This is an optimization exercise on Yosys and OpenROAD, whose aim is small area, not a production implementation. Only simulation tests tie the RTL to the original design; equivalence was not proved. Power and IR drop assume default switching activity.

[design.v]
module dmr_ins_inv (
  input  logic        wsel,
  input  logic        keep,
  input  logic [31:0] w,
  input  logic [31:0] prev,
  output logic [31:0] d
);
  assign d = ~(({32{wsel}} & w) | ({32{keep}} & prev));
endmodule
module dmr_ins_true (
  input  logic        wseln,
  input  logic        keepn,
  input  logic [31:0] wn,
  input  logic [31:0] prevn,
  output logic [31:0] d
);
  assign d = ~(({32{wseln}} | wn) & ({32{keepn}} | prevn));
endmodule
module dmr_aoi3 (
  input  logic [2:0]       sel,
  input  logic [2:0][31:0] din,
  output logic [31:0]      doutn
);
  assign doutn = ~(({32{sel[0]}} & din[0]) | ({32{sel[1]}} & din[1]) | ({32{sel[2]}} & din[2]));
endmodule
module dmr_nand6 (
  input  logic [5:0][31:0] dinn,
  output logic [31:0]      dout
);
  assign dout = ~(dinn[0] & dinn[1] & dinn[2] & dinn[3] & dinn[4] & dinn[5]);
endmodule
module data_mem_responder #(
  parameter int DEPTH       = 64,
  parameter int WAIT_CYCLES = 2
) (
  input  logic        clk,
  input  logic        reset,
  input  logic        mem_read,
  input  logic        mem_write,
  input  logic [31:0] addr,
  input  logic [31:0] wdata,
  output logic [31:0] rdata,
  output logic        ready,
  output logic        busy,
  output logic        err
);
  localparam int NPT = DEPTH / 4;   
  logic [DEPTH-1:0][31:0] ring;
  logic [5:0]  phase;
  logic        swept;
  logic [1:0]  cnt;
  logic [5:0]  capIdx;
  logic        capWrite;
  logic        capFault;
  logic        fault;
  logic [5:0]  useIdx;
  logic [31:0] useWdata;
  logic [31:0] useWdataN;
  logic        useWrite;
  logic [5:0]  pos;
  logic        sweep;
  logic [NPT-1:0] ptSel;
  logic [NPT-1:0] wsel;      
  logic [NPT-1:0] keep;      
  logic [17:0]   rsel;
  logic [17:0][31:0] rsrc;
  logic [5:0][31:0]  rpart;
  logic [31:0] rnext;
  logic [DEPTH-1:0][31:0] ringNext;
  logic [NPT-1:0][31:0]   insD;
  assign fault     = (addr[1:0] != 2'b00) || (addr[31:8] != 24'd0) || (mem_read && mem_write);
  assign busy      = (cnt != 2'd0);
  assign err       = ready && capFault;
  assign useIdx    = busy ? capIdx   : addr[7:2];
  assign useWdata  = busy ? rdata : wdata;
  assign useWdataN = ~useWdata;
  assign useWrite  = busy ? capWrite : (mem_write && !fault);
  assign pos       = useIdx + phase;
  assign sweep     = !swept;
  always_comb begin
    for (int k = 0; k < NPT; k++) begin
      ptSel[k] = (pos[1:0] == 2'b11) && (pos[5:2] == 4'(k));
      wsel[k]  = useWrite && ptSel[k];
      rsel[k]  = ptSel[k] && !sweep;
      keep[k]  = !wsel[(k+NPT-1)%NPT] && !sweep;
      rsrc[k]  = k[0] ? insD[(k+1)%NPT] : ring[4*k+3];
    end
    rsel[NPT]   = busy && (pos[1:0] != 2'b11);
    rsrc[NPT]   = rdata;
    rsel[NPT+1] = !busy && (pos[1:0] != 2'b11);
    rsrc[NPT+1] = wdata;
  end
  for (genvar g = 0; g < 6; g++) begin : g_rd
    dmr_aoi3 u_aoi (.sel(rsel[3*g+2:3*g]), .din(rsrc[3*g+2:3*g]), .doutn(rpart[g]));
  end
  dmr_nand6 u_rd (.dinn(rpart), .dout(rnext));
  for (genvar m = 0; m < NPT; m++) begin : g_pt
    if (m % 2 == 1) begin : g_inv
      dmr_ins_inv u_ins (
        .wsel(wsel[(m+NPT-1)%NPT]), .keep(keep[m]), .w(useWdata),
        .prev(ring[(4*m+DEPTH-1)%DEPTH]), .d(insD[m])
      );
    end else begin : g_true
      dmr_ins_true u_ins (
        .wseln(!wsel[(m+NPT-1)%NPT]), .keepn(!keep[m]), .wn(useWdataN),
        .prevn(ring[(4*m+DEPTH-1)%DEPTH]), .d(insD[m])
      );
    end
  end
  always_comb begin
    for (int i = 0; i < DEPTH; i++)
      ringNext[i] = (i % 4 == 0) ? insD[i/4] : ring[(i+DEPTH-1)%DEPTH];
  end
  always_ff @(posedge clk or negedge reset) begin
    if (!reset) begin
      phase <= 6'd0;
      swept <= 1'b0;
      cnt   <= 2'd0;
      ready <= 1'b0;
    end else begin
      phase <= phase + 6'd1;
      if (phase[1:0] == 2'b11) swept <= 1'b1;
      ready <= (cnt == 2'd3);
      if (busy) cnt <= cnt + 2'd1;
      else if (mem_read || mem_write) cnt <= 2'd1;
    end
  end
  always_ff @(posedge clk) begin
    if (!busy) begin
      capIdx   <= addr[7:2];
      capWrite <= mem_write && !fault;
      capFault <= fault;
    end
  end
  always_ff @(posedge clk) begin
    rdata <= rnext;
    ring  <= ringNext;
  end
endmodule
[flow/run.sh]
#!/bin/bash
set -e
export CTS_ARGS="-sink_clustering_enable -repair_clock_nets -dont_use_dummy_load -buf_list sky130_fd_sc_hd__clkbuf_8 -sink_clustering_size 20 -sink_clustering_max_diameter 50"
export BUFFER_PORTS_ARGS="-buffer_cell sky130_fd_sc_hd__buf_1"
bash standard.sh > standard.log 2>&1
[config.mk]
export PLATFORM = sky130hd
export DESIGN_NAME = data_mem_responder
export DESIGN_NICKNAME = data_mem_responder
export VERILOG_FILES = /design/flow/design.v
export SDC_FILE = /design/flow/constraint.sdc
export NUM_CORES = 4
export LEC_CHECK = 0
export CAP_MARGIN = 20
export CORE_MARGIN = 2
export CORE_UTILIZATION = 75
export GPL_TIMING_DRIVEN = 0
export SLEW_MARGIN = 20
export SYNTH_HIERARCHICAL = 1
[constraint.sdc]
create_clock -name core_clock -period 7.0 [get_ports {clk}]
set_input_delay 1.4000 -clock core_clock [delete_from_list [all_inputs] [get_ports {clk}]]
set_output_delay 1.4000 -clock core_clock [all_outputs]
set_load 0.01 [all_outputs]
[standard.sh]
#!/bin/bash
# synth_recipe.tcl (not shown) runs the flow's synth.tcl, then flattens the netlist and writes it again
# the make line also repeats each setting of config.mk as NAME=value (left out here)
make -C /OpenROAD-flow-scripts/flow DESIGN_CONFIG=/design/flow/config.mk WORK_HOME=/design/flow/orfs CLKGATE_MAP_FILE= SYNTH_SCRIPT=/design/flow/synth_recipe.tcl "${@:-finish}"
==> results of run 1 <==
cells by family after synthesis:
kind of cell | after synthesis
buffers and inverters | 212
xor gates and xnor gates | 13
and+or+nand+nor | 129
muxes | 38
AOI/OAI and AO/OA | 728
adders and majority gates | 10
DFF | 2098
worst max-delay path, delay by kind of cell, from the launching register on:
kind	cells	cell delay, ps
xor gates and xnor gates	1	250
muxes	1	460
buffers and inverters	6	2110
and+or+nand+nor	3	680
DFF	1	420
adders and majority gates	2	510
AOI/OAI and AO/OA	5	2280
power groups by stage:
stage	Clock (mW)	Sequential, mW	Combinational (mW)
final	5.06	12.1	2.99
after CTS	5.09	12.1	2.83
after global routing	5.50	12.1	3.03
after global placement	0	12.4	2.61
after detailed placement	0	12.4	2.81
after floorplan	0	12.4	1.43
cell type report:
| type | instances | share of cell area (%) |
|---|---|---|
| Buffer | 173 | 2.57 |
| Timing Repair Buffer | 125 | 0.983 |
| Sequential cell | 2098 | 77.2 |
| Antenna cell | 1 | 0.00459 |
| Multi-Input combinational cell | 918 | 13.5 |
| Tap cell | 873 | 2.01 |
| Inverter | 39 | 0.269 |
| Clock buffer | 136 | 3.44 |
sequential cells by signal, indices dropped and copies added, names as in the netlist:
register,flops
ring,2048
rdata,32
swept,1
phase,6
capFault,1
cnt,2
capIdx,6
capWrite,1
ready,1
cells in the final DEF, fill, tap and decap left out, types with 2 or more instances in the layout:
master and count:
a222oi_1 192, mux2_2 6, nor4_1 8, mux2i_2 9, xor2_1 7, or4_1 8, a21oi_1 3, buf_2 73
mux2i_1 23, nand3_1 35, clkbuf_8 136, or2_2 2, inv_1 39, xnor2_1 6, buf_4 21, o41a_1 8
dfxtp_1 2087, nor4_2 22, buf_1 102, o41ai_2 7, buf_6 85, clkbuf_1 15, nand2_1 10, and4_1 32
a22oi_1 256, or3_1 2, dfrtp_1 10, ha_1 9, o22ai_1 256
modules after synthesis, one instance, submodules excluded:
module	cell area [um2]	flip-flops and latches	cells
data_mem_responder	43600	2098	2310
dmr_ins_inv	289	0	38
dmr_nand6	440	0	64
dmr_ins_true	251	0	38
dmr_aoi3	403	0	41
per-layer routing:
metal | global-route usage (%) | up-vias
met5 | 0 | -
met4 | 18.9 | 2
met3 | 10.1 | 398
met2 | 51.7 | 1885
met1 | 50.8 | 13700
li1 | - | 12100
through the flow:
step / TNS (ps) / hold WS, ps
after floorplan: 0 / 310
after global placement: -672 / 310
after detailed placement: 0 / 312
after CTS: 0 / 277
after global routing: 0 / 271
final: 0 / 278
path summary, 6_finish.rpt:
kind / slack, ps / cells past startpoint / to / start
worst max-delay path: 160 / 18 / rdata[22]$_DFF_P_ / cnt[0]$_DFFE_PN0P_
worst min-delay path: 280 / 0 / ring[1242]$_DFF_P_ / ring[1210]$_DFF_P_
min in group asynchronous: 560 / 1 / ready$_DFF_PN0_ / reset
worst max register to register: 160 / 18 / rdata[22]$_DFF_P_ / cnt[0]$_DFFE_PN0P_
worst min register to register: 280 / 0 / ring[1242]$_DFF_P_ / ring[1210]$_DFF_P_
max in group asynchronous: 6070 / 1 / phase[5]$_DFF_PN0_ / reset
==> flow_summary.yaml, run 1 <==
sta:
  finalWorstSetupSlack_ps: 161
  finalHoldViolCount: 0
  final-max-slew-violation-count: 0
  finalCritPeriodShare_pct: 97.7
  period_needed_ps: 6840
  max_freq_ghz: 0.146
  fin_skew_ps: 69.2
  rsz0062_at_grt: "no"
  setup_violations: 0
  tightest_slew_ps: 1240
  slew_headroom_pct: 16.5
synth:
  synth_top_area_share_pct: 82.3
  async_flop_share_pct: 0.477
  synth-seq-cells: 2098
  synth_most_common_cell: "dfxtp_1"
  syn_area_mm2: 0.0507
  synth_edf_count: 1
  ys_warn_count: 7
  synth.area.mux_share_pct: 0.764
  synth_compound_area_share_pct: 11.1
  synthDistinctLibCells: 42
  synth_nets: 3306
  ys_seq_area_share_pct: 82.9
  yosys.area_share.simple_pct: 1.67
  netlist_top_cells_area: "dfxtp_1 82%, a222oi_1 3.8%, a22oi_1 3.8%, o22ai_1 3.2%, buf_6 1.9%"
  synth_top_family_by_area: "compound AO/OA/AOI/OAI gates"
  synth-xor-area-share_pct: 0.224
  avgSynthCellArea_um2: 15.7
  ys.flop_type: "dfxtp_1"
  synth_top_cell_by_area: "dfxtp_1"
  synthAdderAreaFrac_pct: 0.261
  synth_common_cells: "2087 x dfxtp_1, 256 x a22oi_1, 256 x o22ai_1"
  synthCells: 3228
pwr:
  ir_drop_v: 0.000259
  powerDensity_mw_per_mm2: 370
  leakagePower_nw: 20.7
  power_mw: 20.2
  p_sw_share_pct: 28.5
  seq_power_share_pct: 60.1
  power_frac_comb_pct: 14.8
  internal_power_mw: 14.4
  clkPwrFrac_pct: 25.1
  switching_power_mw: 5.75
global_routing:
  grt_max_degree: 21
  grt_use_total_pct: 36.2
  grt_pass1_wl_um: 182000
  grt_pass1_vias: 28000
  grt_overflow: 0
  antenna_found_initial: 8
cts:
  htree_levels: 4
  cts_tree: "done"
  numCtsBuffers: 136
  clk_path_buf_depth: 3
  clock_latency_ps: 790
  root_buffer: "clkbuf_8"
  post_cts_buffers: 0
  hold_buffers: 0
  cts_resized: 0
  clock_sinks: 2098
  cts.clk_slew.worst_paths_ps: 110
finish:
  seq_area_mm2: 0.0421
  stdcell_count: 4363
  utilization_pct: 81.3
  postLayoutCellArea_mm2: 0.0545
  multi_input_area_mm2: 0.00736
  drive_above_1_share_pct: 10.5
  nets: 3569
  area_delta_synth_final_pct: 7.35
  fillCellCount: 3603
placed_design:
  place_ws_ps: 591
  io_buffers: 102
  placed_cells: 4226
  gp_congestion: 0.922
  dp_hpwl_um: 80900
  placed_area_mm2: 0.0526
worst_setup_path:
  cpMostUsedCell: "buf_2"
  cp.arrival_ps: 7510
  critPathMaxStageDelay_ps: 940
  cp-end-kind: "flip-flop"
  cp_slowest_cell: "a222oi_1"
  crit_path_max_fanout: 10
  required_ps: 7670
  cp_cell_sequence: "inv_1, ha_1, buf_2, clkbuf_1, mux2_2, ha_1, a21oi_1, nand2_1, a31oi_1, xor2_1, buf_2, o41ai_2, buf_4, buf_2, o22ai_1, a222oi_1, and4_1, nand3_1"
  setup.worst_path.start_class: "flip-flop"
  worstSetupPathType: "reg2reg"
flow_run:
  drv_cap: 0
routing:
  drc: 0
  drt_first_pass_iters: 12
  drt_iter0_drc: 4491
  ant_nets: 0
  wl_met1_um: 51900
  wl_met3_um: 14700
  dr_total_vias: 28100
  dr_wl_met2_um: 53400
  viasPerCell: 6.45
  top_layer_used: "met5"
  routed_wl_um: 127000
  wl_per_cell_um: 29.1
die:
  die_w_um: 264
  start_util_pct: 75.7
  ios: 103
  core_area_mm2: 0.0670
  core.rowCount: 95
  die_y_um: 264
  die_area_mm2: 0.0697
outcome:
  status: "no timing/DRC/antenna violations"
worst_hold_path:
  hold_path.class: "reg2reg"
==> inputs of run 2 (changes only) <==
--- a/config.mk
+++ b/config.mk
@@ -8,6 +8,5 @@
 export CAP_MARGIN = 20
 export CORE_MARGIN = 2
 export CORE_UTILIZATION = 75
-export GPL_TIMING_DRIVEN = 0
 export SLEW_MARGIN = 20
 export SYNTH_HIERARCHICAL = 1
==> flow_summary.yaml, run 2 <==
pwr:
  seq_power_share_pct: 61.4
  internal_power_mw: 14.3
  p_sw_share_pct: 27.8
  leakagePower_nw: 20.1
  clkPwrFrac_pct: 25.2
  powerDensity_mw_per_mm2: 369
  ir_drop_v: 0.000395
  switching_power_mw: 5.48
  power_frac_comb_pct: 13.4
cts:
  numCtsBuffers: 131
  post_cts_buffers: 0
  htree_levels: 4
  root_buffer: "clkbuf_8"
  cts_tree: "done"
  clk_path_buf_depth: 3
  cts_resized: 0
  clock_latency_ps: 800
  clock_sinks: 2098
  cts.clk_slew.worst_paths_ps: 110
  hold_buffers: 0
worst_setup_path:
  cp.arrival_ps: 6220
  worstSetupPathType: "reg2reg"
  setup.worst_path.start_class: "flip-flop"
  cp-end-kind: "flip-flop"
  required_ps: 7670
  crit_path_max_fanout: 32
  r2r_slack_ps: 1450
die:
  core.rowCount: 95
  die_y_um: 264
  core_area_mm2: 0.0670
  die_area_mm2: 0.0697
  start_util_pct: 75.7
  ios: 103
  die_w_um: 264
flow_run:
  drv_cap: 0
finish:
  largest_reg_flops: 2048
  final_cell_mix: "2087 x dfxtp_1, 256 x o22ai_1, 256 x a22oi_1"
  regMostFlops: "ring"
  postLayoutCellArea_mm2: 0.0535
  stdcell_count: 4235
  area_delta_synth_final_pct: 5.36
  nets: 3437
  final_common_cell: "dfxtp_1"
  drive_above_1_share_pct: 7.92
  reg_top3: "ring: 2048 flops, rdata: 32 flops"
routing:
  dr_total_vias: 27500
  ant_nets: 0
  wl_per_cell_um: 29.0
  routed_wl_um: 123000
  drt_iter0_drc: 3683
  viasPerCell: 6.49
  drt_first_pass_iters: 9
  drc: 0
global_routing:
  grt_use_total_pct: 34.7
  grt_max_degree: 33
  grt_use_met2_pct: 51.7
  grtUsageMet3_pct: 8.31
  antenna_found_initial: 2
  busiest_layer: "met2"
  grt_pass1_wl_um: 176000
  met1_usage_pct: 47.9
  grt_overflow: 0
  grt_pass1_vias: 27600
synth:
  avgSynthCellArea_um2: 15.7
  async_flop_share_pct: 0.477
  synth-seq-cells: 2098
  ys_warn_count: 7
  synth_top_cell_by_area: "dfxtp_1"
  synthCells: 3228
  syn_area_mm2: 0.0507
  synth_edf_count: 1
  synthDistinctLibCells: 42
  ys_seq_area_share_pct: 82.9
  netlist_top_cells_area: "dfxtp_1 82%, a222oi_1 3.8%, a22oi_1 3.8%, o22ai_1 3.2%, buf_6 1.9%"
  synth_top_area_share_pct: 82.3
  ys.flop_type: "dfxtp_1"
  synth_most_common_cell: "dfxtp_1"
  synth_nets: 3306
  synth_common_cells: "2087 x dfxtp_1, 256 x a22oi_1, 256 x o22ai_1"
placed_design:
  io_buffers: 102
  gp_congestion: 0.826
  placed_area_mm2: 0.0516
  dp_hpwl_um: 68900
  placed_cells: 4099
sta:
  tightest_slew_ps: 1250
  slew_headroom_pct: 16.6
  fin_skew_ps: 62.3
  rsz0062_at_grt: "no"
  finalHoldViolCount: 0
  tns_ps: 0
  finalCritPeriodShare_pct: 79.3
  setup_violations: 0
  period_needed_ps: 5550
  max_freq_ghz: 0.180
  final-max-slew-violation-count: 0
worst_hold_path:
  hold_path.class: "reg2reg"
outcome:
  status: "no timing/DRC/antenna violations"
==> run 2: cell counts after synthesis <==
No cell type changed its count.
==> run 2: layout make-up <==
| cell class | instances | area (um2) |
|---|---|---|
| Multi-Input combinational cell | 918 | 7440 |
| Tap cell | 873 | 1090 |
| Sequential cell | 2098 | 42100 |
| Antenna cell | 5 | 12.5 |
| Inverter | 39 | 146 |
| Clock buffer | 131 | 1800 |
| Timing Repair Buffer | 171 | 901 |
| Fill cell | 3833 | 13600 |
==> run 2: power by group through the flow <==
stage,Combinational (mW),Sequential [mW],Clock [mW]
finish,2.65,12.1,4.97
CTS,2.53,12.1,5.01
detailed placement,2.53,12.4,0
floorplan,1.43,12.4,0
global placement,2.44,12.4,0
global route,2.72,12.1,5.40
==> run 2: worst paths after layout <==
| check | startpoint | end | cells after the start |
|---|---|---|---|
| max | cnt[1]$_DFFE_PN0P_ | rdata[31]$_DFF_P_ | 15 |
| min | ring[1412]$_DFF_P_ | ring[1444]$_DFF_P_ | 0 |
| max reg2reg | cnt[1]$_DFFE_PN0P_ | rdata[31]$_DFF_P_ | 15 |
| min reg2reg | ring[1412]$_DFF_P_ | ring[1444]$_DFF_P_ | 0 |
| max in group asynchronous | reset | cnt[0]$_DFFE_PN0P_ | 1 |
| min in group asynchronous | reset | cnt[1]$_DFFE_PN0P_ | 1 |
==> run 2: per-stage QoR <==
stage          hold WS, ps  power [mW]  utilization (%)  worst slack, ps
2_1_floorplan          310        13.8                -             2440
3_3_place_gp           310        14.8             77.0             1460
3_5_place_dp           312        14.9             77.0             1290
4_1_cts                264        19.6             79.7             1530
5_1_grt                269        20.2             79.7             1280
6_report               276        19.7             79.7             1450
==> run 2: per-module statistics from Yosys, one instance, submodules excluded <==
module              area (um2)  cells  flip-flops and latches
dmr_ins_true               251     38                       0
data_mem_responder       43600   2310                    2098
dmr_ins_inv                289     38                       0
dmr_aoi3                   403     41                       0
dmr_nand6                  440     64                       0
==> run 2: cell families after synthesis <==
group	after synthesis	share of synthesized area, %
xor gates and xnor gates	13	0.224
and+or+nand+nor	129	1.67
DFF	2098	82.9
buffers and inverters	212	3.04
muxes	38	0.764
AOI/OAI and AO/OA	728	11.1
adders and majority gates	10	0.261
==> run 2: layer usage <==
layer	vias up	wire (um)	part of all wire [%]
li1	11900	-	-
met1	13400	50600	41
met2	1745	54100	44
met3	397	12500	10
met4	0	5550	4.5
met5	-	0	0
==> run 2: worst max-delay path, stage by stage (launching register included) <==
cell and delay (ps):
dfrtp_1 400, inv_1 110, ha_4 550, mux2_2 290
ha_1 160, inv_1 50, fa_1 420, nand3b_1 190
nand2_1 170, xor2_2 530, buf_4 350, or4_2 920
o22ai_1 350, a222oi_1 540, and4_1 280, nand3_1 80
==> inputs of run 3 (changes only) <==
--- a/config.mk
+++ b/config.mk
@@ -8,5 +8,6 @@
 export CAP_MARGIN = 20
 export CORE_MARGIN = 2
 export CORE_UTILIZATION = 75
+export GPL_ROUTABILITY_DRIVEN = 0
 export SLEW_MARGIN = 20
 export SYNTH_HIERARCHICAL = 1
==> flow_summary.yaml, run 3 <==
routing:
  ant_nets: 0
  drt_first_pass_iters: 9
  wl_per_cell_um: 29.0
  drt_iter0_drc: 3683
  viasPerCell: 6.49
  dr_total_vias: 27500
  routed_wl_um: 123000
  drc: 0
pwr:
  leakagePower_nw: 20.1
  power_mw: 19.7
  ir_drop_v: 0.000395
  powerDensity_mw_per_mm2: 369
finish:
  drive_above_1_share_pct: 7.92
  utilization_pct: 79.7
  postLayoutCellArea_mm2: 0.0535
  nets: 3437
  stdcell_count: 4235
  area_delta_synth_final_pct: 5.36
  final_common_cell: "dfxtp_1"
  final_cell_mix: "2087 x dfxtp_1, 256 x o22ai_1, 256 x a22oi_1"
  regMostFlops: "ring"
  largest_reg_flops: 2048
  reg_top3: "ring: 2048 flops, rdata: 32 flops"
sta:
  finalCritPeriodShare_pct: 79.3
  hold_ws_ps: 276
  finalWorstSetupSlack_ps: 1450
  fin_skew_ps: 62.3
  period_needed_ps: 5550
  tns_ps: 0
  rsz0062_at_grt: "no"
  max_freq_ghz: 0.180
  setup_violations: 0
  finalHoldViolCount: 0
  tightest_slew_ps: 1250
  final-max-slew-violation-count: 0
  slew_headroom_pct: 16.6
global_routing:
  grt_pass1_wl_um: 176000
  grt_use_total_pct: 34.7
  grt_overflow: 0
  antenna_found_initial: 2
  grt_pass1_vias: 27600
  grt_max_degree: 33
synth:
  async_flop_share_pct: 0.477
  synth_edf_count: 1
  syn_area_mm2: 0.0507
  synth_top_area_share_pct: 82.3
  avgSynthCellArea_um2: 15.7
  synthCells: 3228
  synth_common_cells: "2087 x dfxtp_1, 256 x a22oi_1, 256 x o22ai_1"
  ys_seq_area_share_pct: 82.9
  synth_most_common_cell: "dfxtp_1"
  synth_top_cell_by_area: "dfxtp_1"
  synth_nets: 3306
  ys.flop_type: "dfxtp_1"
  synth-seq-cells: 2098
  synthDistinctLibCells: 42
  ys_warn_count: 7
  netlist_top_cells_area: "dfxtp_1 82%, a222oi_1 3.8%, a22oi_1 3.8%, o22ai_1 3.2%, buf_6 1.9%"
worst_setup_path:
  cp.arrival_ps: 6220
  critPathMaxStageDelay_ps: 920
  cpMostUsedCell: "inv_1"
  worstSetupPathType: "reg2reg"
  required_ps: 7670
  cp-end-kind: "flip-flop"
  cp_slowest_cell: "or4_2"
  setup.worst_path.start_class: "flip-flop"
  crit_path_max_fanout: 32
  cp_cell_sequence: "inv_1, ha_4, mux2_2, ha_1, inv_1, fa_1, nand3b_1, nand2_1, xor2_2, buf_4, or4_2, o22ai_1, a222oi_1, and4_1, nand3_1"
  r2r_start: "cnt[1]$_DFFE_PN0P_"
  cp-startpoint: "cnt[1]$_DFFE_PN0P_"
  reg2reg_depth: 15
cts:
  cts_resized: 0
  clock_latency_ps: 800
  numCtsBuffers: 131
  htree_levels: 4
  clk_path_buf_depth: 3
  post_cts_buffers: 0
  root_buffer: "clkbuf_8"
  cts.clk_slew.worst_paths_ps: 110
  cts_tree: "done"
  hold_buffers: 0
  clock_sinks: 2098
worst_hold_path:
  hold_path_depth: 0
  min_from: "ring[1412]$_DFF_P_"
  hold_path.class: "reg2reg"
placed_design:
  io_buffers: 102
  place_ws_ps: 1290
  dp_hpwl_um: 68900
  placed_cells: 4099
  placed_area_mm2: 0.0516
die:
  core_area_mm2: 0.0670
  die_area_mm2: 0.0697
  start_util_pct: 75.7
  die_y_um: 264
  die_w_um: 264
  core.rowCount: 95
  ios: 103
flow_run:
  drv_cap: 0
outcome:
  status: "no timing/DRC/antenna violations"
## run 3: cell counts after synthesis
Identical to the previous run, type by type.
## run 3: metal layers
layer,part of all wire [%],up-vias,track usage [%]
li1,-,11900,-
met1,41,13400,47.9
met2,44,1745,51.7
met3,10,397,8.31
met4,4.5,0,17.6
met5,0,-,0
## run 3: kinds of logic (layout without fill, tap and decap cells)
group	Yosys count	count (layout)	synth area share [%]
compound gates	728	728	11.1
xor+xnor	13	13	0.224
fa+ha+maj	10	10	0.261
buf+inv	212	341	3.04
flops	2098	2098	82.9
mux	38	38	0.764
other cells	0	5	0
simple gates	129	129	1.67
## run 3: per-module statistics from Yosys (local to each module, per instance)
module | area (um2) | flops+latches
data_mem_responder | 43600 | 2098
dmr_nand6 | 440 | 0
dmr_aoi3 | 403 | 0
dmr_ins_inv | 289 | 0
dmr_ins_true | 251 | 0
## run 3: power by group
group / leakage, nW / switching, mW / total, mW / internal, mW
logic: 2.21 / 2.11 / 2.65 / 0.534
clock network: 0.942 / 3.28 / 4.97 / 1.70
registers: 17.0 / 0.0834 / 12.1 / 12.0
## run 3: layout make-up
class                           count  area, um2
Timing Repair Buffer              171        901
Antenna cell                        5       12.5
Inverter                           39        146
Tap cell                          873       1090
Fill cell                        3833      13600
Clock buffer                      131       1800
Sequential cell                  2098      42100
Multi-Input combinational cell    918       7440
## run 3: worst max-delay path, delay by kind of cell (launching register included)
kind,cells,cell delay (ps)
AO/OA/AOI/OAI,2,890
XOR/XNOR,1,530
adder cells (fa/ha/maj),3,1130
buffers and inverters,3,510
flip-flops,1,400
multiplexers,1,290
AND/OR/NAND/NOR,5,1640
## run 3: path summary, 6_finish.rpt
path                                      end  slack, ps
setup / recovery            rdata[31]$_DFF_P_       1450
hold / removal             ring[1444]$_DFF_P_        280
setup reg to reg            rdata[31]$_DFF_P_       1450
hold reg to reg            ring[1444]$_DFF_P_        280
max in group asynchronous  cnt[0]$_DFFE_PN0P_       6050
min in group asynchronous  cnt[1]$_DFFE_PN0P_        560

-- separate check: timing with driven ports --
No port has a modelled driver above. Below, the same layouts with a new extraction and two added sets of constraints.
Step 1 sets driving cells, clkbuf_16 on the clock port and buf_2 on the other inputs (assumed; they add their load-dependent delay and slew).
Step 2 adds t to the input delays and takes it off the output delays; t is the mean of the earliest and latest rising clock arrival at the registers after step 1. Input paths then give back, and output paths get back, about the clock's delay inside the block.
a / b / c = no drivers / after step 1 / after step 2; a / b = the first two.
| run | t (ns) | setup WS [ns] | hold WS [ns] | worst register clock-pin slew, ns |
|---|---|---|---|---|
| run 1 | 0.841 | 0.161 / 0.161 / 0.161 | 0.278 / 0.278 / 0.278 | 0.12 / 0.12 |
| run 2 | 0.839 | 1.451 / 1.451 / 1.183 | 0.276 / 0.276 / 0.276 | 0.12 / 0.12 |
| run 3 | 0.839 | 1.451 / 1.451 / 1.183 | 0.276 / 0.276 / 0.276 | 0.12 / 0.12 |
After both steps setup and hold are still met in every run listed.
